Background: an optimization exercise with open tools, aiming at small area. Do not read the settings as production practice.
Only simulation tests tie the RTL to the original design; equivalence was not proved.
Power is estimated from default activity; no workload was simulated.

### flow/config.mk
export PLATFORM = sky130hd
export DESIGN_NAME = blackjackTop
export DESIGN_NICKNAME = blackjackTop
export VERILOG_FILES = /design/flow/design.v
export SDC_FILE = /design/flow/constraint.sdc
export NUM_CORES = 4
export LEC_CHECK = 0
export ABC_AREA = 1
export CAP_MARGIN = 20
export CELL_PAD_IN_SITES_DETAIL_PLACEMENT = 1
export CORE_MARGIN = 2
export CORE_UTILIZATION = 25
export SLEW_MARGIN = 20
### flow/standard.sh
#!/bin/bash
# synth_recipe.tcl (not shown) runs the flow's synth.tcl, then flattens the netlist and writes it again
# the make line also repeats each setting of config.mk as NAME=value (left out here)
make -C /OpenROAD-flow-scripts/flow DESIGN_CONFIG=/design/flow/config.mk WORK_HOME=/design/flow/orfs CLKGATE_MAP_FILE= SYNTH_SCRIPT=/design/flow/synth_recipe.tcl "${@:-finish}"
### flow/flow/area.script
strash; dch; amap; topo
### flow/flow/run.sh
#!/bin/bash
# Own layout flow: the standard synthesis, then the combinational logic is
# mapped again for area (flow/resynth.tcl; the flip-flops keep their names and
# cells), then the standard layout from the floorplan on.
set -euo pipefail
W=$PWD
R=$W/orfs/results/$FLOW_PLATFORM/blackjackTop/base
YOSYS=$(command -v yosys || echo "$FLOW_HOME/../tools/install/yosys/bin/yosys")

bash standard.sh synth > $W/synth.log 2>&1
cp $R/1_2_yosys.v $W/standard_synth.v

LIBERTY=$FLOW_HOME/platforms/$FLOW_PLATFORM/lib/sky130_fd_sc_hd__tt_025C_1v80.lib \
NETLIST_IN=$W/standard_synth.v NETLIST_OUT=$W/resynth.v TOP=$FLOW_TOP \
ABC_SCRIPT=$W/flow/area.script \
  $YOSYS -c $W/flow/resynth.tcl > $W/resynth.log 2>&1

cp $W/resynth.v $R/1_2_yosys.v
rm -f $R/1_synth.odb $R/1_synth.sdc
bash standard.sh finish > $W/layout.log 2>&1
### flow/design.v
package blackjackPkg;
    typedef logic [4-1:0] cardValue_t;     
    typedef logic [6-1:0] handTotal_t;
endpackage
`timescale 1ns/10ps
module cardDeck (
    input  logic                     clock,
    input  logic                     resetar,
    input  logic                     advance,
    input  logic [5:0]               shuffleSeed,
    output logic [5:0]               dealIndex,
    output blackjackPkg::cardValue_t topCard     
);
    logic [5:0] seed;
    logic [9:0] addr;
    logic [3:0] card;
    always_ff @(posedge clock) begin
        if (resetar) seed <= (shuffleSeed == 6'd0) ? 6'b001011 : shuffleSeed;
    end
    always_ff @(posedge clock) begin
        if (resetar)      dealIndex <= 6'd11;
        else if (advance) dealIndex <= dealIndex + 1'b1;
    end
    assign addr = {seed, dealIndex[3:0]};
    logic n15, n16, n17, n18, n19, n20, n21, n22, n23, n24, n25, n26;
    logic n27, n28, n29, n30, n31, n32, n33, n34, n35, n36, n37, n38;
    logic n39, n40, n41, n42, n43, n44, n45, n46, n47, n48, n49, n50;
    logic n51, n52, n53, n54, n55, n56, n57, n58, n59, n60, n61, n62;
    logic n63, n64, n65, n66, n67, n68, n69, n70, n71, n72, n73, n74;
    logic n75, n76, n77, n78, n79, n80, n81, n82, n83, n84, n85, n86;
    logic n87, n88, n89, n90, n91, n92, n93, n94, n95, n96, n97, n98;
    logic n99, n100, n101, n102, n103, n104, n105, n106, n107, n108, n109, n110;
    logic n111, n112, n113, n114, n115, n116, n117, n118, n119, n120, n121, n122;
    logic n123, n124, n125, n126, n127, n128, n129, n130, n131, n132, n133, n134;
    logic n135, n136, n137, n138, n139, n140, n141, n142, n143, n144, n145, n146;
    logic n147, n148, n149, n150, n151, n152, n153, n154, n155, n156, n157, n158;
    logic n159, n160, n161, n162, n163, n164, n165, n166, n167, n168, n169, n170;
    logic n171, n172, n173, n174, n175, n176, n177, n178, n179, n180, n181, n182;
    logic n183, n184, n185, n186, n187, n188, n189, n190, n191, n192, n193, n194;
    logic n195, n196, n197, n198, n199, n200, n201, n202, n203, n204, n205, n206;
    logic n207, n208, n209, n210, n211, n212, n213, n214, n215, n216, n217, n218;
    logic n219, n220, n221, n222, n223, n224, n225, n226, n227, n228, n229, n230;
    logic n231, n232, n233, n234, n235, n236, n237, n238, n239, n240, n241, n242;
    logic n243, n244, n245, n246, n247, n248, n249, n250, n251, n252, n253, n254;
    logic n255, n256, n257, n258, n259, n260, n261, n262, n263, n264, n265, n266;
    logic n267, n268, n269, n270, n271, n272, n273, n274, n275, n276, n277, n278;
    logic n279, n280, n281, n282, n283, n284, n285, n286, n287, n288, n289, n290;
    logic n291, n292, n294, n295, n296, n297, n298, n299, n300, n301, n302, n303;
    logic n304, n305, n306, n307, n308, n309, n310, n311, n312, n313, n314, n315;
    logic n316, n317, n318, n319, n320, n321, n322, n323, n324, n325, n326, n327;
    logic n328, n329, n330, n331, n332, n333, n334, n335, n336, n337, n338, n339;
    logic n340, n341, n342, n343, n344, n345, n346, n347, n348, n349, n350, n351;
    logic n352, n353, n354, n355, n356, n357, n358, n359, n360, n361, n362, n363;
    logic n364, n365, n366, n367, n368, n369, n370, n371, n372, n373, n374, n375;
    logic n376, n377, n378, n379, n380, n381, n382, n383, n384, n385, n386, n387;
    logic n388, n389, n390, n391, n392, n393, n394, n395, n396, n397, n398, n399;
    logic n400, n401, n402, n403, n404, n405, n406, n407, n408, n409, n410, n412;
    logic n413, n414, n415, n416, n417, n418, n419, n420, n421, n422, n423, n424;
    logic n425, n426, n427, n428, n429, n430, n431, n432, n433, n434, n435, n436;
    logic n437, n438, n439, n440, n441, n442, n443, n444, n445, n446, n447, n448;
    logic n449, n450, n451, n452, n453, n454, n455, n456, n457, n458, n459, n460;
    logic n461, n462, n463, n464, n465, n466, n467, n468, n469, n470, n471, n472;
    logic n473, n474, n475, n476, n477, n478, n479, n480, n481, n482, n483, n484;
    logic n486, n487, n488, n489, n490, n491, n492, n493, n494, n495, n496, n497;
    logic n498, n499, n500, n501, n502, n503, n504, n505, n506, n507, n508, n509;
    assign n15 = ~addr[4] & addr[6];
    assign n16 = addr[0] & ~addr[1];
    assign n17 = ~addr[7] & addr[9];
    assign n18 = addr[7] & ~addr[8];
    assign n19 = ~n17 & ~n18;
    assign n20 = n16 & ~n19;
    assign n21 = ~addr[0] & addr[2];
    assign n22 = addr[6] & addr[8];
    assign n23 = ~addr[1] & ~addr[4];
    assign n24 = n22 & ~n23;
    assign n25 = n21 & n24;
    assign n26 = addr[7] & addr[8];
    assign n27 = addr[0] & addr[1];
    assign n28 = n26 & n27;
    assign n29 = ~addr[0] & ~addr[1];
    assign n30 = addr[7] & addr[9];
    assign n31 = n29 & n30;
    assign n32 = ~n28 & ~n31;
    assign n33 = ~n25 & n32;
    assign n34 = ~n20 & n33;
    assign n35 = n15 & ~n34;
    assign n36 = addr[1] & ~addr[6];
    assign n37 = ~addr[7] & addr[8];
    assign n38 = ~addr[0] & n30;
    assign n39 = ~n37 & ~n38;
    assign n40 = n36 & ~n39;
    assign n41 = ~addr[2] & ~addr[4];
    assign n42 = ~addr[6] & ~addr[9];
    assign n43 = ~addr[7] & ~addr[8];
    assign n44 = ~n26 & ~n43;
    assign n45 = n42 & ~n44;
    assign n46 = n41 & ~n45;
    assign n47 = ~n40 & n46;
    assign n48 = addr[6] & addr[7];
    assign n49 = ~addr[6] & ~addr[7];
    assign n50 = ~n48 & ~n49;
    assign n51 = addr[8] & ~addr[9];
    assign n52 = n50 & n51;
    assign n53 = addr[0] & addr[8];
    assign n54 = ~n26 & ~n53;
    assign n55 = n52 & n54;
    assign n56 = addr[4] & ~addr[6];
    assign n57 = ~n15 & ~n56;
    assign n58 = n29 & n57;
    assign n59 = ~addr[8] & ~n50;
    assign n60 = n58 & n59;
    assign n61 = addr[0] & ~addr[6];
    assign n62 = n30 & n61;
    assign n63 = addr[2] & ~n62;
    assign n64 = ~n60 & n63;
    assign n65 = ~n55 & n64;
    assign n66 = ~n47 & ~n65;
    assign n67 = ~n35 & ~n66;
    assign n68 = ~addr[6] & ~addr[8];
    assign n69 = ~n22 & ~n68;
    assign n70 = addr[9] & ~n18;
    assign n71 = ~n69 & ~n70;
    assign n72 = n58 & n71;
    assign n73 = addr[8] & addr[9];
    assign n74 = addr[0] & n73;
    assign n75 = ~addr[6] & n74;
    assign n76 = ~n72 & ~n75;
    assign n77 = ~addr[2] & ~n76;
    assign n78 = ~addr[8] & ~addr[9];
    assign n79 = ~addr[0] & ~addr[2];
    assign n80 = ~n78 & ~n79;
    assign n81 = n15 & ~n73;
    assign n82 = ~n80 & n81;
    assign n83 = ~n74 & ~n82;
    assign n84 = addr[1] & ~n83;
    assign n85 = ~addr[2] & addr[4];
    assign n86 = ~addr[1] & ~n54;
    assign n87 = n85 & n86;
    assign n88 = ~addr[6] & n27;
    assign n89 = addr[9] & n88;
    assign n90 = addr[2] & ~n23;
    assign n91 = ~addr[1] & ~addr[8];
    assign n92 = n90 & n91;
    assign n93 = addr[6] & n92;
    assign n94 = ~n89 & ~n93;
    assign n95 = ~n87 & n94;
    assign n96 = ~n84 & n95;
    assign n97 = ~n77 & n96;
    assign n98 = n43 & ~n97;
    assign n99 = ~n73 & ~n78;
    assign n100 = addr[2] & ~n99;
    assign n101 = ~addr[1] & ~addr[2];
    assign n102 = addr[0] & ~n101;
    assign n103 = addr[7] & ~addr[9];
    assign n104 = ~n79 & n103;
    assign n105 = ~n102 & n104;
    assign n106 = addr[0] & ~addr[2];
    assign n107 = addr[9] & ~n106;
    assign n108 = ~addr[0] & ~addr[8];
    assign n109 = ~addr[1] & ~addr[7];
    assign n110 = ~n108 & n109;
    assign n111 = n107 & n110;
    assign n112 = ~n105 & ~n111;
    assign n113 = n100 & ~n112;
    assign n114 = ~addr[1] & n21;
    assign n115 = ~addr[5] & ~addr[7];
    assign n116 = n114 & n115;
    assign n117 = addr[5] & ~addr[7];
    assign n118 = ~n97 & n117;
    assign n119 = addr[2] & ~addr[7];
    assign n120 = addr[1] & addr[4];
    assign n121 = ~addr[7] & n120;
    assign n122 = ~n119 & ~n121;
    assign n123 = ~addr[8] & addr[9];
    assign n124 = addr[5] & n123;
    assign n125 = ~n122 & n124;
    assign n126 = n118 & n125;
    assign n127 = ~addr[0] & addr[1];
    assign n128 = n48 & ~n127;
    assign n129 = n34 & n128;
    assign n130 = addr[7] & n57;
    assign n131 = ~n22 & ~n130;
    assign n132 = ~n53 & n103;
    assign n133 = ~addr[1] & addr[4];
    assign n134 = n108 & ~n133;
    assign n135 = ~n132 & ~n134;
    assign n136 = ~n23 & ~n56;
    assign n137 = ~addr[5] & ~n136;
    assign n138 = ~n135 & n137;
    assign n139 = n131 & n138;
    assign n140 = ~n129 & n139;
    assign n141 = ~addr[2] & n133;
    assign n142 = addr[5] & addr[7];
    assign n143 = n141 & n142;
    assign n144 = ~addr[4] & addr[5];
    assign n145 = n119 & n144;
    assign n146 = ~n143 & ~n145;
    assign n147 = ~addr[9] & ~n146;
    assign n148 = n83 & ~n147;
    assign n149 = addr[5] & ~n22;
    assign n150 = ~n148 & n149;
    assign n151 = ~n15 & n101;
    assign n152 = n123 & ~n151;
    assign n153 = n142 & ~n152;
    assign n154 = n15 & n114;
    assign n155 = ~n134 & ~n154;
    assign n156 = n153 & ~n155;
    assign n157 = ~addr[9] & n27;
    assign n158 = addr[2] & ~n157;
    assign n159 = ~n156 & n158;
    assign n160 = ~n150 & n159;
    assign n161 = ~n140 & n160;
    assign n162 = ~n126 & n161;
    assign n163 = addr[5] & ~n162;
    assign n164 = addr[1] & ~addr[4];
    assign n165 = n79 & n164;
    assign n166 = n119 & n133;
    assign n167 = ~n165 & ~n166;
    assign n168 = ~n163 & ~n167;
    assign n169 = ~n116 & ~n168;
    assign n170 = ~n17 & ~n103;
    assign n171 = ~n169 & ~n170;
    assign n172 = n115 & n157;
    assign n173 = ~n147 & ~n172;
    assign n174 = ~n171 & n173;
    assign n175 = n69 & ~n174;
    assign n176 = n113 & n175;
    assign n177 = addr[4] & addr[7];
    assign n178 = n59 & n177;
    assign n179 = ~n141 & ~n178;
    assign n180 = n78 & ~n179;
    assign n181 = ~n45 & ~n73;
    assign n182 = n121 & ~n181;
    assign n183 = ~n180 & ~n182;
    assign n184 = ~n176 & n183;
    assign n185 = addr[1] & addr[6];
    assign n186 = ~n184 & n185;
    assign n187 = addr[5] & addr[6];
    assign n188 = ~addr[5] & ~addr[6];
    assign n189 = ~n187 & ~n188;
    assign n190 = ~addr[1] & addr[2];
    assign n191 = addr[9] & n190;
    assign n192 = ~n82 & ~n191;
    assign n193 = ~addr[4] & addr[8];
    assign n194 = addr[0] & ~n193;
    assign n195 = ~n44 & n194;
    assign n196 = ~n192 & n195;
    assign n197 = ~addr[0] & n43;
    assign n198 = n141 & n197;
    assign n199 = n18 & n21;
    assign n200 = n27 & n193;
    assign n201 = ~n199 & ~n200;
    assign n202 = ~n198 & n201;
    assign n203 = addr[9] & ~n202;
    assign n204 = ~n196 & ~n203;
    assign n205 = ~n189 & ~n204;
    assign n206 = ~addr[7] & ~n127;
    assign n207 = addr[7] & ~n16;
    assign n208 = ~n206 & ~n207;
    assign n209 = n42 & n208;
    assign n210 = addr[6] & n27;
    assign n211 = ~n70 & n210;
    assign n212 = n16 & n43;
    assign n213 = n85 & ~n212;
    assign n214 = ~n211 & n213;
    assign n215 = ~n209 & n214;
    assign n216 = ~n205 & n215;
    assign n217 = ~n186 & n216;
    assign n218 = ~addr[5] & ~n217;
    assign n219 = ~n98 & ~n218;
    assign n220 = ~n67 & ~n219;
    assign n221 = addr[4] & ~addr[5];
    assign n222 = ~addr[2] & n51;
    assign n223 = ~n100 & ~n222;
    assign n224 = n42 & ~n85;
    assign n225 = ~n223 & n224;
    assign n226 = ~n191 & ~n225;
    assign n227 = ~n91 & ~n226;
    assign n228 = ~addr[2] & ~n109;
    assign n229 = ~n78 & n228;
    assign n230 = n27 & ~n229;
    assign n231 = ~n227 & ~n230;
    assign n232 = n221 & ~n231;
    assign n233 = addr[1] & addr[9];
    assign n234 = n21 & n233;
    assign n235 = ~n107 & n137;
    assign n236 = ~n234 & ~n235;
    assign n237 = ~addr[4] & n68;
    assign n238 = ~n236 & n237;
    assign n239 = addr[4] & addr[8];
    assign n240 = ~addr[3] & n29;
    assign n241 = n239 & n240;
    assign n242 = ~n48 & ~n115;
    assign n243 = n170 & ~n242;
    assign n244 = n241 & n243;
    assign n245 = addr[0] & addr[6];
    assign n246 = n23 & n245;
    assign n247 = addr[5] & ~addr[9];
    assign n248 = n246 & n247;
    assign n249 = ~n244 & ~n248;
    assign n250 = ~n238 & n249;
    assign n251 = ~n74 & ~n177;
    assign n252 = n36 & ~n251;
    assign n253 = ~addr[2] & addr[6];
    assign n254 = n29 & n253;
    assign n255 = n123 & n254;
    assign n256 = ~n252 & ~n255;
    assign n257 = ~addr[2] & ~n144;
    assign n258 = ~n256 & ~n257;
    assign n259 = addr[4] & addr[5];
    assign n260 = n106 & n259;
    assign n261 = addr[9] & n260;
    assign n262 = n95 & n261;
    assign n263 = ~n258 & ~n262;
    assign n264 = n250 & n263;
    assign n265 = addr[5] & n112;
    assign n266 = n73 & n208;
    assign n267 = n22 & n29;
    assign n268 = ~addr[5] & ~n212;
    assign n269 = ~n267 & n268;
    assign n270 = ~n266 & n269;
    assign n271 = ~n57 & ~n100;
    assign n272 = ~n270 & n271;
    assign n273 = ~n265 & n272;
    assign n274 = n233 & n253;
    assign n275 = ~addr[8] & n120;
    assign n276 = ~addr[0] & ~n275;
    assign n277 = ~n274 & n276;
    assign n278 = ~n225 & n277;
    assign n279 = addr[2] & ~addr[6];
    assign n280 = n193 & n279;
    assign n281 = ~addr[8] & n36;
    assign n282 = n102 & ~n281;
    assign n283 = ~n280 & n282;
    assign n284 = ~n123 & n151;
    assign n285 = n153 & ~n284;
    assign n286 = ~n283 & n285;
    assign n287 = ~n278 & n286;
    assign n288 = ~n273 & ~n287;
    assign n289 = n264 & n288;
    assign n290 = ~n118 & n289;
    assign n291 = ~n232 & n290;
    assign n292 = ~n175 & n291;
    assign card[0] = n220 | ~n292;
    assign n294 = ~n169 & ~n239;
    assign n295 = ~addr[4] & ~addr[8];
    assign n296 = n169 & ~n295;
    assign n297 = n21 & ~n296;
    assign n298 = ~n294 & n297;
    assign n299 = n232 & n252;
    assign n300 = ~n128 & ~n254;
    assign n301 = ~n87 & n300;
    assign n302 = ~n299 & n301;
    assign n303 = ~n298 & n302;
    assign n304 = ~n37 & ~n177;
    assign n305 = ~addr[0] & ~n304;
    assign n306 = ~n275 & ~n305;
    assign n307 = addr[6] & ~n306;
    assign n308 = ~addr[5] & ~n246;
    assign n309 = ~n307 & n308;
    assign n310 = ~n303 & n309;
    assign n311 = ~n18 & n88;
    assign n312 = addr[6] & n240;
    assign n313 = ~n269 & n312;
    assign n314 = ~n311 & ~n313;
    assign n315 = ~n37 & n85;
    assign n316 = ~n314 & n315;
    assign n317 = ~n92 & ~n316;
    assign n318 = n61 & n142;
    assign n319 = ~n317 & n318;
    assign n320 = n117 & n195;
    assign n321 = ~n121 & ~n320;
    assign n322 = ~n85 & ~n321;
    assign n323 = ~addr[2] & n23;
    assign n324 = n18 & n323;
    assign n325 = ~n322 & ~n324;
    assign n326 = addr[6] & ~n325;
    assign n327 = addr[5] & addr[8];
    assign n328 = ~n193 & ~n327;
    assign n329 = n49 & n101;
    assign n330 = ~n194 & n329;
    assign n331 = ~n328 & n330;
    assign n332 = ~addr[9] & ~n331;
    assign n333 = ~n326 & n332;
    assign n334 = ~n319 & n333;
    assign n335 = ~n310 & n334;
    assign n336 = ~n55 & ~n209;
    assign n337 = n23 & ~n327;
    assign n338 = ~n336 & n337;
    assign n339 = n73 & n188;
    assign n340 = addr[8] & n142;
    assign n341 = ~n17 & ~n340;
    assign n342 = n15 & ~n341;
    assign n343 = ~n339 & ~n342;
    assign n344 = n16 & ~n343;
    assign n345 = addr[5] & ~n48;
    assign n346 = n78 & n345;
    assign n347 = n58 & n346;
    assign n348 = ~addr[2] & ~n347;
    assign n349 = ~n344 & n348;
    assign n350 = ~n338 & n349;
    assign n351 = n144 & n350;
    assign n352 = ~n41 & n188;
    assign n353 = ~n106 & n352;
    assign n354 = ~n351 & ~n353;
    assign n355 = ~n205 & n354;
    assign n356 = n86 & ~n355;
    assign n357 = n73 & ~n190;
    assign n358 = n117 & n357;
    assign n359 = n241 & n358;
    assign n360 = ~addr[5] & ~addr[8];
    assign n361 = n106 & n360;
    assign n362 = addr[5] & n21;
    assign n363 = ~n361 & ~n362;
    assign n364 = n49 & n133;
    assign n365 = ~n363 & n364;
    assign n366 = n21 & n360;
    assign n367 = n136 & n366;
    assign n368 = addr[9] & ~n367;
    assign n369 = ~n365 & n368;
    assign n370 = ~n359 & n369;
    assign n371 = n101 & ~n189;
    assign n372 = ~n210 & ~n371;
    assign n373 = ~addr[4] & n18;
    assign n374 = ~n372 & n373;
    assign n375 = ~addr[1] & n361;
    assign n376 = ~n327 & ~n360;
    assign n377 = addr[0] & n164;
    assign n378 = ~n376 & n377;
    assign n379 = ~n375 & ~n378;
    assign n380 = ~n131 & ~n379;
    assign n381 = ~n116 & ~n142;
    assign n382 = n25 & ~n381;
    assign n383 = ~n380 & ~n382;
    assign n384 = ~n374 & n383;
    assign n385 = n370 & n384;
    assign n386 = addr[4] & ~addr[9];
    assign n387 = addr[6] & ~addr[7];
    assign n388 = ~n386 & n387;
    assign n389 = n194 & n388;
    assign n390 = n214 & n389;
    assign n391 = ~n154 & ~n390;
    assign n392 = n376 & ~n391;
    assign n393 = ~n316 & ~n392;
    assign n394 = n385 & n393;
    assign n395 = ~n356 & n394;
    assign n396 = ~n335 & ~n395;
    assign n397 = n127 & n177;
    assign n398 = n23 & n123;
    assign n399 = ~n34 & n398;
    assign n400 = ~n397 & ~n399;
    assign n401 = n279 & ~n400;
    assign n402 = addr[6] & n105;
    assign n403 = n20 & n402;
    assign n404 = ~n55 & ~n389;
    assign n405 = n90 & ~n123;
    assign n406 = ~n229 & ~n323;
    assign n407 = ~n405 & n406;
    assign n408 = ~n404 & n407;
    assign n409 = ~n403 & ~n408;
    assign n410 = ~n401 & n409;
    assign card[1] = n396 | ~n410;
    assign n412 = ~n50 & ~n362;
    assign n413 = ~n223 & n412;
    assign n414 = ~n273 & n413;
    assign n415 = n52 & n362;
    assign n416 = ~n131 & n415;
    assign n417 = ~n414 & ~n416;
    assign n418 = ~n176 & n417;
    assign n419 = ~addr[1] & ~n418;
    assign n420 = addr[8] & n386;
    assign n421 = ~n237 & ~n420;
    assign n422 = ~n287 & n421;
    assign n423 = n90 & ~n241;
    assign n424 = ~n422 & n423;
    assign n425 = addr[5] & n30;
    assign n426 = ~n243 & ~n425;
    assign n427 = n295 & ~n426;
    assign n428 = n177 & n339;
    assign n429 = n45 & n259;
    assign n430 = ~n428 & ~n429;
    assign n431 = ~n427 & n430;
    assign n432 = n101 & ~n431;
    assign n433 = ~addr[0] & ~n432;
    assign n434 = ~n424 & n433;
    assign n435 = ~n419 & n434;
    assign n436 = n118 & card[1];
    assign n437 = ~n52 & ~n178;
    assign n438 = ~n436 & n437;
    assign n439 = addr[5] & n101;
    assign n440 = ~n438 & n439;
    assign n441 = ~addr[5] & ~n184;
    assign n442 = ~n26 & ~n144;
    assign n443 = ~n101 & ~n442;
    assign n444 = ~n163 & n443;
    assign n445 = ~n319 & ~n444;
    assign n446 = n42 & ~n133;
    assign n447 = ~n221 & n446;
    assign n448 = ~n445 & n447;
    assign n449 = ~addr[4] & ~addr[5];
    assign n450 = n26 & n233;
    assign n451 = ~n402 & ~n450;
    assign n452 = n449 & ~n451;
    assign n453 = n99 & n308;
    assign n454 = ~n52 & ~n453;
    assign n455 = ~n69 & ~n119;
    assign n456 = ~n228 & n455;
    assign n457 = ~n454 & n456;
    assign n458 = addr[0] & ~n125;
    assign n459 = ~n457 & n458;
    assign n460 = ~n452 & n459;
    assign n461 = ~n448 & n460;
    assign n462 = ~n441 & n461;
    assign n463 = ~n440 & n462;
    assign n464 = ~n435 & ~n463;
    assign n465 = n114 & card[1];
    assign n466 = ~n113 & ~n465;
    assign n467 = n449 & ~n466;
    assign n468 = n212 & ~n354;
    assign n469 = n129 & n259;
    assign n470 = n245 & n449;
    assign n471 = n30 & n470;
    assign n472 = ~n469 & ~n471;
    assign n473 = ~n468 & n472;
    assign n474 = n91 & ~n473;
    assign n475 = n41 & n360;
    assign n476 = addr[5] & n73;
    assign n477 = ~n475 & ~n476;
    assign n478 = n210 & ~n477;
    assign n479 = n473 & n478;
    assign n480 = n124 & n154;
    assign n481 = ~n205 & ~n480;
    assign n482 = ~n479 & n481;
    assign n483 = ~n474 & n482;
    assign n484 = ~n467 & n483;
    assign card[2] = n464 | ~n484;
    assign n486 = addr[1] & n71;
    assign n487 = n292 & n371;
    assign n488 = ~n486 & ~n487;
    assign n489 = n260 & ~n488;
    assign n490 = n29 & n68;
    assign n491 = ~n129 & ~n490;
    assign n492 = n30 & n221;
    assign n493 = ~n491 & n492;
    assign n494 = n350 & ~n493;
    assign n495 = ~n162 & ~n494;
    assign n496 = ~addr[8] & n143;
    assign n497 = ~n115 & ~n340;
    assign n498 = n164 & ~n497;
    assign n499 = ~n496 & ~n498;
    assign n500 = addr[0] & n42;
    assign n501 = ~n499 & n500;
    assign n502 = n88 & n259;
    assign n503 = n23 & n187;
    assign n504 = ~n470 & ~n503;
    assign n505 = ~n502 & n504;
    assign n506 = ~addr[7] & n357;
    assign n507 = ~n505 & n506;
    assign n508 = ~n501 & ~n507;
    assign n509 = ~n495 & n508;
    assign card[3] = n489 | ~n509;
    assign topCard = card;
endmodule
`timescale 1ns/10ps
module blackjackTable (
    input  logic                      clock,
    input  logic                      resetar,
    input  logic                      hitCard,
    input  logic                      standHand,
    input  logic [5:0]                dealIndex,
    input  blackjackPkg::cardValue_t  topCard,
    output logic                      advance,       
    output logic                      tableReady,
    output logic                      winLed,
    output logic                      lossLed,
    output logic                      pushLed,
    output blackjackPkg::handTotal_t  playerTotal,
    output blackjackPkg::handTotal_t  dealerTotal,
    output logic                      hold
);
    localparam logic [3:0] AUTO = 4'b0000, PTURN = 4'b0001, PHIT = 4'b0011, DTURN = 4'b0100,
                           DHIT = 4'b0110, SETTLE = 4'b0101,
                           HOLDWIN = 4'b1001, HOLDLOSS = 4'b1010, HOLDPUSH = 4'b1100;
    logic [3:0] state, nextState;
    logic       autoRun, hit, firstDeal, toPlayer, toDealer;
    logic       playerBust, dealerDraws;
    assign hold      = state[3];
    assign autoRun   = (state == AUTO);
    assign hit       = !state[3] && state[1];   
    assign firstDeal = autoRun && (dealIndex[5:2] == 4'd0);
    assign toPlayer  = (firstDeal && (dealIndex[1] == dealIndex[0])) || (hit && !state[2]);
    assign toDealer  = (firstDeal && (dealIndex[1] != dealIndex[0])) || (hit && state[2]);
    assign advance   = autoRun || hit;
    assign tableReady = autoRun && (dealIndex == 6'd63);
    assign playerBust  = playerTotal[5] && (playerTotal[4] || playerTotal[3] || playerTotal[2] || playerTotal[1]);
    assign dealerDraws = !dealerTotal[5] && (!dealerTotal[4] || (!dealerTotal[3] && !(dealerTotal[2] && dealerTotal[1] && dealerTotal[0])));
    logic settleWin, settleLoss;
    logic s15, s16, s17, s18, s19, s20, s21, s22, s23, s24, s26, s27;
    logic s28, s29, s30, s31;
    assign s15 = ~dealerTotal[1] & ~dealerTotal[2];
    assign s16 = ~dealerTotal[3] & s15;
    assign s17 = playerTotal[3] & playerTotal[4];
    assign s18 = dealerTotal[4] & ~s17;
    assign s19 = ~s16 & ~s18;
    assign s20 = ~playerTotal[5] & ~s19;
    assign s21 = playerTotal[4] & dealerTotal[3];
    assign s22 = ~s16 & ~s21;
    assign s23 = playerTotal[0] & ~dealerTotal[0];
    assign s24 = ~s22 & ~s23;
    assign settleWin = ~s20 & ~s24;
    assign s26 = ~playerTotal[0] & dealerTotal[0];
    assign s27 = playerTotal[1] & playerTotal[2];
    assign s28 = playerTotal[4] & s27;
    assign s29 = s22 & s28;
    assign s30 = s20 & ~s29;
    assign s31 = ~s26 & ~s30;
    assign settleLoss = ~settleWin & ~s31;
    blackjackPkg::handTotal_t addIn, addOut;
    logic carry;
    assign addIn = toPlayer ? playerTotal : dealerTotal;
    logic a14, a15, a17, a18, a19, a20, a21, a22, a23, a24, a25, a26;
    logic a27, a28, a29, a30, a31, a32, a33, a34, a35, a36, a37, a38;
    logic a39, a40, a41, a42, a43, a45, a46, a49, a50, a51, a52, a53;
    logic a54, a55;
    assign a14 = addIn[0] & topCard[0];
    assign a15 = ~addIn[0] & ~topCard[0];
    assign addOut[0] = ~a14 & ~a15;
    assign a17 = addIn[1] & topCard[1];
    assign a18 = addIn[2] & topCard[2];
    assign a19 = ~addIn[3] & ~topCard[3];
    assign a20 = ~a18 & a19;
    assign a21 = ~addIn[1] & ~topCard[1];
    assign a22 = ~a17 & ~a21;
    assign a23 = ~a20 & a22;
    assign a24 = a20 & ~a22;
    assign a25 = ~a23 & ~a24;
    assign a26 = ~a17 & ~a25;
    assign a27 = ~addIn[2] & ~topCard[2];
    assign a28 = a17 & a27;
    assign a29 = a14 & ~a28;
    assign a30 = ~a26 & a29;
    assign a31 = ~a18 & ~a27;
    assign a32 = ~a20 & a21;
    assign a33 = ~a31 & a32;
    assign a34 = a31 & ~a32;
    assign a35 = ~a33 & ~a34;
    assign a36 = a30 & ~a35;
    assign a37 = ~a17 & a34;
    assign a38 = addIn[3] & topCard[3];
    assign a39 = ~a28 & ~a38;
    assign a40 = ~a37 & a39;
    assign a41 = a36 & ~a40;
    assign a42 = ~a30 & a40;
    assign a43 = ~a35 & a42;
    assign addOut[3] = a41 | a43;
    assign a45 = ~a14 & ~a25;
    assign a46 = ~a30 & ~a45;
    assign addOut[1] = ~addOut[3] & a46;
    assign addOut[2] = ~a36 & ~a42;
    assign a49 = a20 & ~a36;
    assign a50 = ~addOut[3] & ~a49;
    assign a51 = ~topCard[1] & ~addOut[3];
    assign a52 = ~addIn[3] & ~a51;
    assign a53 = topCard[0] & ~topCard[3];
    assign a54 = ~topCard[2] & ~a53;
    assign a55 = ~a52 & a54;
    assign carry = a50 | a55;
    assign addOut[4] = addIn[4] ^ carry;
    assign addOut[5] = addIn[5] ^ (addIn[4] & carry);
    always_comb begin
        nextState = state;
        case (state)
            AUTO:   if (dealIndex == 6'd3) nextState = PTURN;
            PTURN: begin
                if (playerBust)     nextState = HOLDLOSS;
                else if (hitCard)   nextState = PHIT;
                else if (standHand) nextState = DTURN;
            end
            PHIT:   nextState = PTURN;
            DTURN:  nextState = dealerDraws ? DHIT : SETTLE;
            DHIT:   nextState = DTURN;
            SETTLE: begin
                if (settleWin)       nextState = HOLDWIN;
                else if (settleLoss) nextState = HOLDLOSS;
                else                 nextState = HOLDPUSH;
            end
            default: nextState = state;   
        endcase
    end
    always_ff @(posedge clock) begin
        if (resetar) begin
            state       <= AUTO;
            playerTotal <= '0;
            dealerTotal <= '0;
        end else begin
            state <= nextState;
            if (toPlayer) playerTotal <= addOut;
            if (toDealer) dealerTotal <= addOut;
        end
    end
    assign winLed  = hold && state[0];
    assign lossLed = hold && state[1];
    assign pushLed = hold && state[2];
endmodule
`timescale 1ns/10ps
module scoreDisplay (
    input  blackjackPkg::handTotal_t total,
    output logic [13:0]              digits
);
    logic n22, n23, n24, n26, n27, n28, n29;
    assign n22 = ~total[0] & ~total[1];
    assign n23 = total[0] & total[1];
    assign n24 = total[2] & ~n23;
    assign digits[1] = ~n22 & n24;
    assign n26 = ~total[3] & ~digits[1];
    assign n27 = total[1] & ~total[2];
    assign n28 = n26 & ~n27;
    assign n29 = ~total[1] & total[2];
    assign digits[4] = total[0] | n29;
    assign digits[3] = n28 & digits[4];
    assign digits[0] = ~total[1] & digits[3];
    assign digits[2] = ~total[0] & n27;
    assign digits[5] = ~n22 & n26;
    assign digits[6] = n28 & ~n29;
    assign digits[7] = total[4] & ~total[5];
    assign digits[9] = ~total[4] & total[5];
    assign digits[12] = total[4] | total[5];
    assign digits[8] = 1'b0;
    assign digits[13] = ~total[5];
    assign digits[10] = digits[7];
    assign digits[11] = total[4];
endmodule
module dealerDisplay (
    input  blackjackPkg::handTotal_t total,
    input  logic                     shown,
    output logic [13:0]              digits
);
    logic n23, n24, n26, n27, n28, n29, n30, n31, n34, n36, n38;
    assign n23 = ~total[1] & total[2];
    assign n24 = ~total[0] & ~n23;
    assign digits[4] = shown & ~n24;
    assign n26 = total[1] & ~total[2];
    assign n27 = ~total[2] & ~total[3];
    assign n28 = total[0] & total[1];
    assign n29 = ~n27 & ~n28;
    assign n30 = ~n26 & ~n29;
    assign n31 = total[0] & ~n30;
    assign digits[3] = digits[4] & ~n31;
    assign digits[0] = ~total[1] & digits[3];
    assign n34 = total[2] & shown;
    assign digits[1] = ~digits[3] & n34;
    assign n36 = shown & n26;
    assign digits[2] = ~total[0] & n36;
    assign n38 = ~n23 & digits[3];
    assign digits[5] = n36 | n38;
    assign digits[6] = ~shown | n30;
    assign digits[7] = total[4] & shown;
    assign digits[9] = total[5] & shown;
    assign digits[12] = digits[7] | digits[9];
    assign digits[8] = 1'b0;
    assign digits[13] = ~digits[9];
    assign digits[10] = digits[7];
    assign digits[11] = digits[7];
endmodule
`timescale 1ns/10ps
module blackjackTop (
    input  logic                     clock,
    input  logic                     resetar,
    input  logic                     hitCard,
    input  logic                     standHand,
    input  logic [5:0]               shuffleSeed,
    output logic                     tableReady,
    output logic                     winLed,
    output logic                     lossLed,
    output logic                     pushLed,
    output logic [13:0]              playerDigits,
    output logic [13:0]              dealerDigits
);
    blackjackPkg::cardValue_t  topCard;
    blackjackPkg::handTotal_t  playerTotal;
    blackjackPkg::handTotal_t  dealerTotal;
    logic        hold;
    logic [5:0]  dealIndex;
    logic        advance;
    cardDeck deck (
        .clock       (clock),
        .resetar     (resetar),
        .advance     (advance),
        .shuffleSeed (shuffleSeed),
        .dealIndex   (dealIndex),
        .topCard     (topCard)
    );
    blackjackTable table0 (
        .clock       (clock),
        .resetar     (resetar),
        .hitCard     (hitCard),
        .standHand   (standHand),
        .dealIndex   (dealIndex),
        .topCard     (topCard),
        .advance     (advance),
        .tableReady  (tableReady),
        .winLed      (winLed),
        .lossLed     (lossLed),
        .pushLed     (pushLed),
        .playerTotal (playerTotal),
        .dealerTotal (dealerTotal),
        .hold        (hold)
    );
    scoreDisplay playerDisplay (.total(playerTotal), .digits(playerDigits));
    dealerDisplay dealerDisplay0 (.total(dealerTotal), .shown(hold), .digits(dealerDigits));
endmodule
### flow/constraint.sdc
create_clock -name core_clock -period 12.0 [get_ports {clock}]
set_input_delay 2.4000 -clock core_clock [delete_from_list [all_inputs] [get_ports {clock}]]
set_output_delay 2.4000 -clock core_clock [all_outputs]
set_load 0.01 [all_outputs]
### flow/flow/resynth.tcl
# Re-map the standard synthesis's combinational logic for area. The
# flip-flop instances (their names and cell types) stay exactly as they are.
yosys -import
set lib $::env(LIBERTY)
read_liberty -ignore_miss_func $lib
read_verilog $::env(NETLIST_IN)
hierarchy -top $::env(TOP)
set seq {}
foreach m [tee -q -s result.string select -list-mod A:*] { }
foreach m [split [tee -q -s result.string ls] "\n"] {
  set m [string trim $m]
  if {[regexp {^sky130_fd_sc_hd__(df|edf|sdf|sedf|dl|sdl|einv|ebuf)} $m]} { lappend seq $m }
}
puts "sequential/kept cell modules: $seq"
foreach m $seq { setattr -mod -set keep_hierarchy 1 $m }
flatten
opt_clean
stat
abc -liberty $lib -dont_use *lpflow* -dont_use *probe* -script $::env(ABC_SCRIPT)
splitnets
opt_clean -purge
hilomap -singleton -hicell sky130_fd_sc_hd__conb_1 HI -locell sky130_fd_sc_hd__conb_1 LO
insbuf -buf sky130_fd_sc_hd__buf_1 A X
setattr -mod -unset keep_hierarchy
foreach m $seq { blackbox $m }
select blackjackTop
stat -liberty $lib
write_verilog -noattr -noexpr -nohex -nodec -selected $::env(NETLIST_OUT)
==> impl_metrics.tcl, run 1 <==
set metrics [dict create \
    gp_congestion 1.03 \
    drt_wl_total_mm 16.7 \
    crit_buf_inv 3 \
    worstPathRequired_ns 12.20 \
    diodes 0 \
    start_kind "flip-flop" \
    cts_buffers 3 \
    rows 41 \
    syn-cell-area_mm2 0.00321 \
    grt_pass1_vias 4613 \
    drt-initial-drc-count 450 \
    critPathSlowestCell "a2111oi_0" \
    fin_ws_ns 3.86 \
    hold_path_class "reg -> reg" \
    grt_use_total 0.248 \
    max_cap_violations 0 \
    power_density_mw_per_mm2 230 \
    ys_warn_count 2 \
    post-route-drc-count 0 \
    critPathCaptureType "flip-flop" \
    cts.hold.buffers_added 0 \
    clk_path_buf_depth 2 \
    worstReg2RegStart "deck.seed[5]" \
    status "finished clean" \
    slew_violations 0 \
    first_pass_iters 7 \
    clkSinkCount 28 \
    grt_antenna_before_repair 0 \
    place_ws_ns 4.17 \
    core-area_mm2 0.0126 \
    setup_tns_ns 0 \
    power_leakage_nw 1.19 \
    dieArea_mm2 0.0137 \
    via_per_inst 6.11 \
    hp-start "table0.dealerTotal[5]" \
    insertion_delay_ns 0.27 \
    post-route-util 0.312 \
    ir_drop_mv 0.122 \
    grt_max_degree 23 \
    cp_common_cell "nor2_1" \
    grt_pass1_wl_mm 26.1 \
    wl_met1_mm 6.77 \
    fin_hold_ws_ns 0.493 \
    io_buffer_count 39 \
    fin_crit_ns 8.14 \
    crit_path_start "deck.seed[5]" \
    htree_levels 1 \
    wl_per_cell_um 22.1 \
    p_total_mw 0.900 \
    via_count 4619 \
    max_slew_margin 0.304 \
    synthToLayoutAreaGrowth_pct 22.3 \
    final_hold_viol_count 0 \
    grt_overflow 0 \
    drt.antenna.violating_nets 0 \
    setup_viol 0 \
    slowest_delay_ns 0.79 \
    crit_arrival_ns 8.34 \
    top_layer "met4" \
    die_h_um 117 \
    dr_wl_met2_mm 7.08 \
    worstPathMaxFanout 15 \
    drive_above_1_share 0.0120 \
    dp_hpwl_mm 12.7 \
    cts_resized 0 \
    crit_family "compound AO/OA/AOI/OAI gates" \
    grt_setup_unrepaired "false" \
    synthCells 543 \
    max_slew.worst_pin.slew_ns 1.02 \
    start_util 0.255 \
    path_clk_slew_ns 0.07 \
    critPathKind "reg -> reg" \
    min_period_over_period 0.678 \
    ios 42 \
    postSynthAreaPerCell_um2 5.90 \
    max_freq_ghz 0.123 \
    final_nets 595 \
    die_w_um 117 \
    skew_ns 0.00193 \
    cts_setup_buffers 0 \
    cts_root_buffer "clkbuf_16" \
    dr_wl_met3_mm 1.65 \
    cts_tree "built" \
]
[tightest hold or removal path, stage by stage, from the launching register on]
cell and delay, ns:
dfxtp_1 0.31, clkinv_1 0.07, a21oi_1 0.06
[where the power goes]
group          internal, mW  total, mW  switching (mW)
clock                0.0666      0.102          0.0358
combinational         0.216      0.616           0.400
sequential            0.125      0.182          0.0578
[path summary, 6_finish.rpt]
check / endpoint / slack (ns) / depth (start not counted)
setup / recovery: table0.playerTotal[5] / 3.86 / 34
hold / removal: table0.dealerTotal[5] / 0.49 / 2
setup reg to reg: table0.playerTotal[5] / 3.86 / 34
hold reg to reg: table0.dealerTotal[5] / 0.49 / 2
[cell usage in the layout, fill, tap and decap left out, types with 2 or more instances in the layout]
cell type        count
a221oi_1             5
a31oi_1             10
clkbuf_16            3
o22ai_1             17
nor2b_1              2
o32a_1               4
a211oi_1             9
nand4_1              2
conb_1               2
o22a_1               2
a22oi_1              4
dfxtp_1             22
clkinv_1            61
nor3_1              42
nor4b_1              2
a21oi_1             32
nand2_1             42
edfxtp_1             6
or2_0                7
clkdlybuf4s50_1     39
a311oi_1             4
o221ai_1             3
o21ai_0             44
nor2_1             143
o311ai_0             2
o211ai_1             6
o2111ai_1            2
nor4_1              11
nand3_1             13
o221a_1              3
a2111oi_0            5
o32ai_1              6
or4_1                4
or3_1                3
o21a_1               9
buf_4                3
[metrics by stage]
stage,instance area [um2],cells
5_1_grt,3920,756
2_1_floorplan,3210,544
3_5_place_dp,3810,752
3_3_place_gp,3810,752
6_report,3920,756
4_1_cts,3920,756
[routing by layer]
metal / GRT usage / up-vias
li1: - / 2079
met1: 0.314 / 2126
met2: 0.381 / 307
met3: 0.0530 / 107
met4: 0.160 / 0
met5: 0 / -
[sequential cells by signal, indices dropped and copies added, names as in the netlist]
signal              flops
table0.state            4
table0.playerTotal      6
deck.seed               6
deck.dealIndex          6
table0.dealerTotal      6
[layout make-up]
type	instances	area (um2)
Fill cell	1626	8650
Multi-Input combinational cell	449	2340
Sequential cell	28	621
Timing Repair Buffer	42	413
Inverter	61	229
Tap cell	172	215
Clock buffer	3	75.1
Clock inverter	1	30.0
==> run 2: changes to the inputs <==
==> flow/run.sh (new file) <==
#!/bin/bash
# synth_recipe.tcl (not shown) runs the flow's synth.tcl, then flattens the netlist and writes it again
# the make line also repeats each setting of config.mk as NAME=value (left out here)
make -C /OpenROAD-flow-scripts/flow DESIGN_CONFIG=/design/flow/config.mk WORK_HOME=/design/flow/orfs CLKGATE_MAP_FILE= SYNTH_SCRIPT=/design/flow/synth_recipe.tcl finish
--- a/flow/config.mk
+++ b/flow/config.mk
@@ -7,7 +7,6 @@
 export LEC_CHECK = 0
 export ABC_AREA = 1
 export CAP_MARGIN = 20
-export CELL_PAD_IN_SITES_DETAIL_PLACEMENT = 1
 export CORE_MARGIN = 2
 export CORE_UTILIZATION = 25
 export SLEW_MARGIN = 20
removed: flow/flow/run.sh
removed: flow/flow/area.script
removed: flow/flow/resynth.tcl
removed: flow/standard.sh
==> impl_metrics.tcl, run 2 <==
set metrics [dict create \
    synthCells 674 \
    grt_max_degree 22 \
    hp-start "deck.dealIndex[5]" \
    slew_violations 0 \
    multi_input_area_mm2 0.00280 \
    gp_congestion 1.05 \
    critPathSlowestCell "edfxtp_1" \
    crit_family "simple AND/OR/NAND/NOR gates" \
    power_leakage_nw 2.13 \
    placed_area_mm2 0.00449 \
    p_switching_mw 0.525 \
    drt-initial-drc-count 499 \
    synth_edf_count 6 \
    setup_tns_ns 0 \
    cts_buffers 3 \
    via_count 4813 \
    io_buffer_count 39 \
    grt_setup_unrepaired "false" \
    layout_common_cells "nand2_1 (145), inv_1 (95), nor2_1 (67)" \
    clkSinkCount 28 \
    r2r_end "table0.playerTotal[5]" \
    fin_hold_ws_ns 0.503 \
    worstReg2RegStart "deck.seed[5]" \
    grt_antenna_before_repair 0 \
    hold_path_class "reg -> reg" \
    dieArea_mm2 0.0169 \
    setup_viol 0 \
    status "finished clean" \
    synthFlopType "dfxtp_1" \
    cp_common_cell "nand2_1" \
    yosysUniqueCellTypes 55 \
    path_clk_slew_ns 0.07 \
    cts_resized 0 \
    grt_overflow 0 \
    whs_endpoint "deck.dealIndex[5]" \
    cts_tree "built" \
    worstPathRequired_ns 12.16 \
    postSynthAreaPerCell_um2 5.90 \
    die_h_um 130 \
    crit_buf_inv 3 \
    min_path_cells 2 \
    final_common_cell "nand2_1" \
    max_freq_ghz 0.172 \
    max_slew_margin 0.478 \
    yosysTopAreaCellShare 0.137 \
    final_hold_viol_count 0 \
    sw_frac_of_total 0.570 \
    clkPwrFrac 0.081 \
    clk_path_buf_depth 2 \
    reg2reg_slack_ns 6.18 \
    synth_common_cells "nand2_1 (145), inv_1 (95), nor2_1 (67)" \
    final_cell_area_mm2 0.00457 \
    r2r_cells 35 \
    post-route-drc-count 0 \
    final_nets 733 \
    grt_pass1_vias 4761 \
    drt.antenna.violating_nets 0 \
    seqCellArea_um2 621 \
    first_pass_iters 6 \
    dp_hpwl_mm 12.3 \
    post-route-util 0.291 \
    skew_ns 0.00511 \
    fin_crit_ns 5.82 \
    internal_power_mw 0.397 \
    power_density_mw_per_mm2 202 \
    min_period_over_period 0.485 \
    ys_async_sr_fraction 0 \
    max_slew.worst_pin.slew_ns 0.775 \
    critPathCaptureType "flip-flop" \
    synth.most_common_cell "nand2_1" \
    synthToLayoutAreaGrowth_pct 14.7 \
    cts_setup_buffers 0 \
    insertion_delay_ns 0.26 \
    fillCellCount 1780 \
    grt_pass1_wl_mm 25.6 \
    slowest_delay_ns 0.77 \
    die_w_um 130 \
    htree_levels 1 \
    synth-seq-area-share 0.156 \
    drive_above_1_share 0.0565 \
    ys_ff_latch 28 \
    ys_warn_count 2 \
    start_util 0.253 \
    via_per_inst 5.31 \
    grt_use_total 0.193 \
    drt_wl_total_mm 16.0 \
    crit_arrival_ns 5.98 \
    yosysTopAreaCell "nand2_1" \
    cp.depth 35 \
    start_kind "flip-flop" \
    syn-cell-area_mm2 0.00398 \
    synth.area.top_cells "nand2_1 (14%), dfxtp_1 (11%), ha_1 (10%)" \
    cts_root_buffer "clkbuf_16" \
    ir_drop_mv 0.0958 \
    p_comb_frac 0.736 \
    cts.hold.buffers_added 0 \
    core-area_mm2 0.0157 \
    max_cap_violations 0 \
    worstPathMaxFanout 14 \
    wl_per_cell_um 17.7 \
    rows 46 \
    diodes 0 \
    p_seq_frac 0.182 \
    ios 42 \
    critPathKind "reg -> reg" \
]
==> run 2: worst register-to-register path: cells and delay by family (launching register included) <==
kind / cells / cell delay (ns)
AOI/OAI and AO/OA: 5 / 0.92
xor gates and xnor gates: 1 / 0.13
adders and majority gates: 4 / 1.12
buffers and inverters: 3 / 0.64
DFF: 1 / 0.77
and+or+nand+nor: 22 / 2.13
==> run 2: cell type report <==
class	instances	area share
Timing Repair Buffer	42	0.0904
Tap cell	216	0.0592
Sequential cell	28	0.136
Clock buffer	3	0.0164
Multi-Input combinational cell	514	0.613
Inverter	102	0.0844
Clock inverter	1	0.000822
==> run 2: stage by stage <==
stage	setup WS [ns]	total power, mW	std cells
floorplan	7.57	0.622	675
global placement	6.10	0.845	902
detailed placement	6.37	0.827	902
CTS	6.32	0.906	906
global route	5.57	1.00	906
finish	6.18	0.922	906
==> run 2: worst max-delay path by stage <==
| stage | endpoint | start |
|---|---|---|
| after floorplan | table0.dealerTotal[5] | deck.seed[4] |
| after global placement | table0.playerTotal[5] | deck.seed[4] |
| after detailed placement | table0.dealerTotal[5] | deck.seed[4] |
| after CTS | table0.playerTotal[5] | deck.seed[4] |
| after global routing | table0.playerTotal[5] | deck.seed[4] |
| final | table0.playerTotal[5] | deck.seed[5] |
==> run 2: routing by layer <==
layer,GRT usage,part of all wire,vias to the layer above
met5,0,0,-
met4,0.116,0.066,0
met3,0.0287,0.10,90
met2,0.314,0.44,312
met1,0.241,0.40,2127
li1,-,-,2284
==> run 2: power by group through the flow <==
stage,registers (mW),logic [mW],clock network (mW)
4_1_cts,0.167,0.662,0.0779
6_report,0.168,0.679,0.0751
3_3_place_gp,0.170,0.675,0
3_5_place_dp,0.168,0.658,0
2_1_floorplan,0.144,0.478,0
5_1_grt,0.173,0.749,0.0827
==> run 2: cells by family (layout without fill, tap and decap cells) <==
kind of cell    Yosys count  in the layout  share of synthesized area
simple gates            324            324                      0.365
compound gates          155            155                      0.233
buf+inv                 133            148                      0.142
fa+ha+maj                32             32                      0.101
flops                    28             28                      0.156
other cells               1              2                   0.000942
xor+xnor                  1              1                    0.00220

separate check: timing with driven ports:
In the flow no input, the clock included, has a driving cell. The finished layouts below were timed again as built, in two steps.
Step 1: set_driving_cell puts a clkbuf_16 on clock and a buf_2 on each other input, an assumption about the parent block.
Step 2, shift: input delay + t, output delay - t, t = (earliest + latest rising clock arrival at the registers) / 2. This alone moves slack from input paths to output paths.
Slacks: no drivers / after step 1 / after step 2; pairs: no drivers / after step 1.
| run | shift t [ns] | setup WS [ns] | worst setup path at the end |
|---|---|---|---|
| run 1 | 0.305 | 3.864 / 3.864 / 3.864 | register to register |
| run 2 | 0.295 | 6.180 / 6.180 / 6.180 | register to register |
After both steps setup and hold are still met in every run listed.
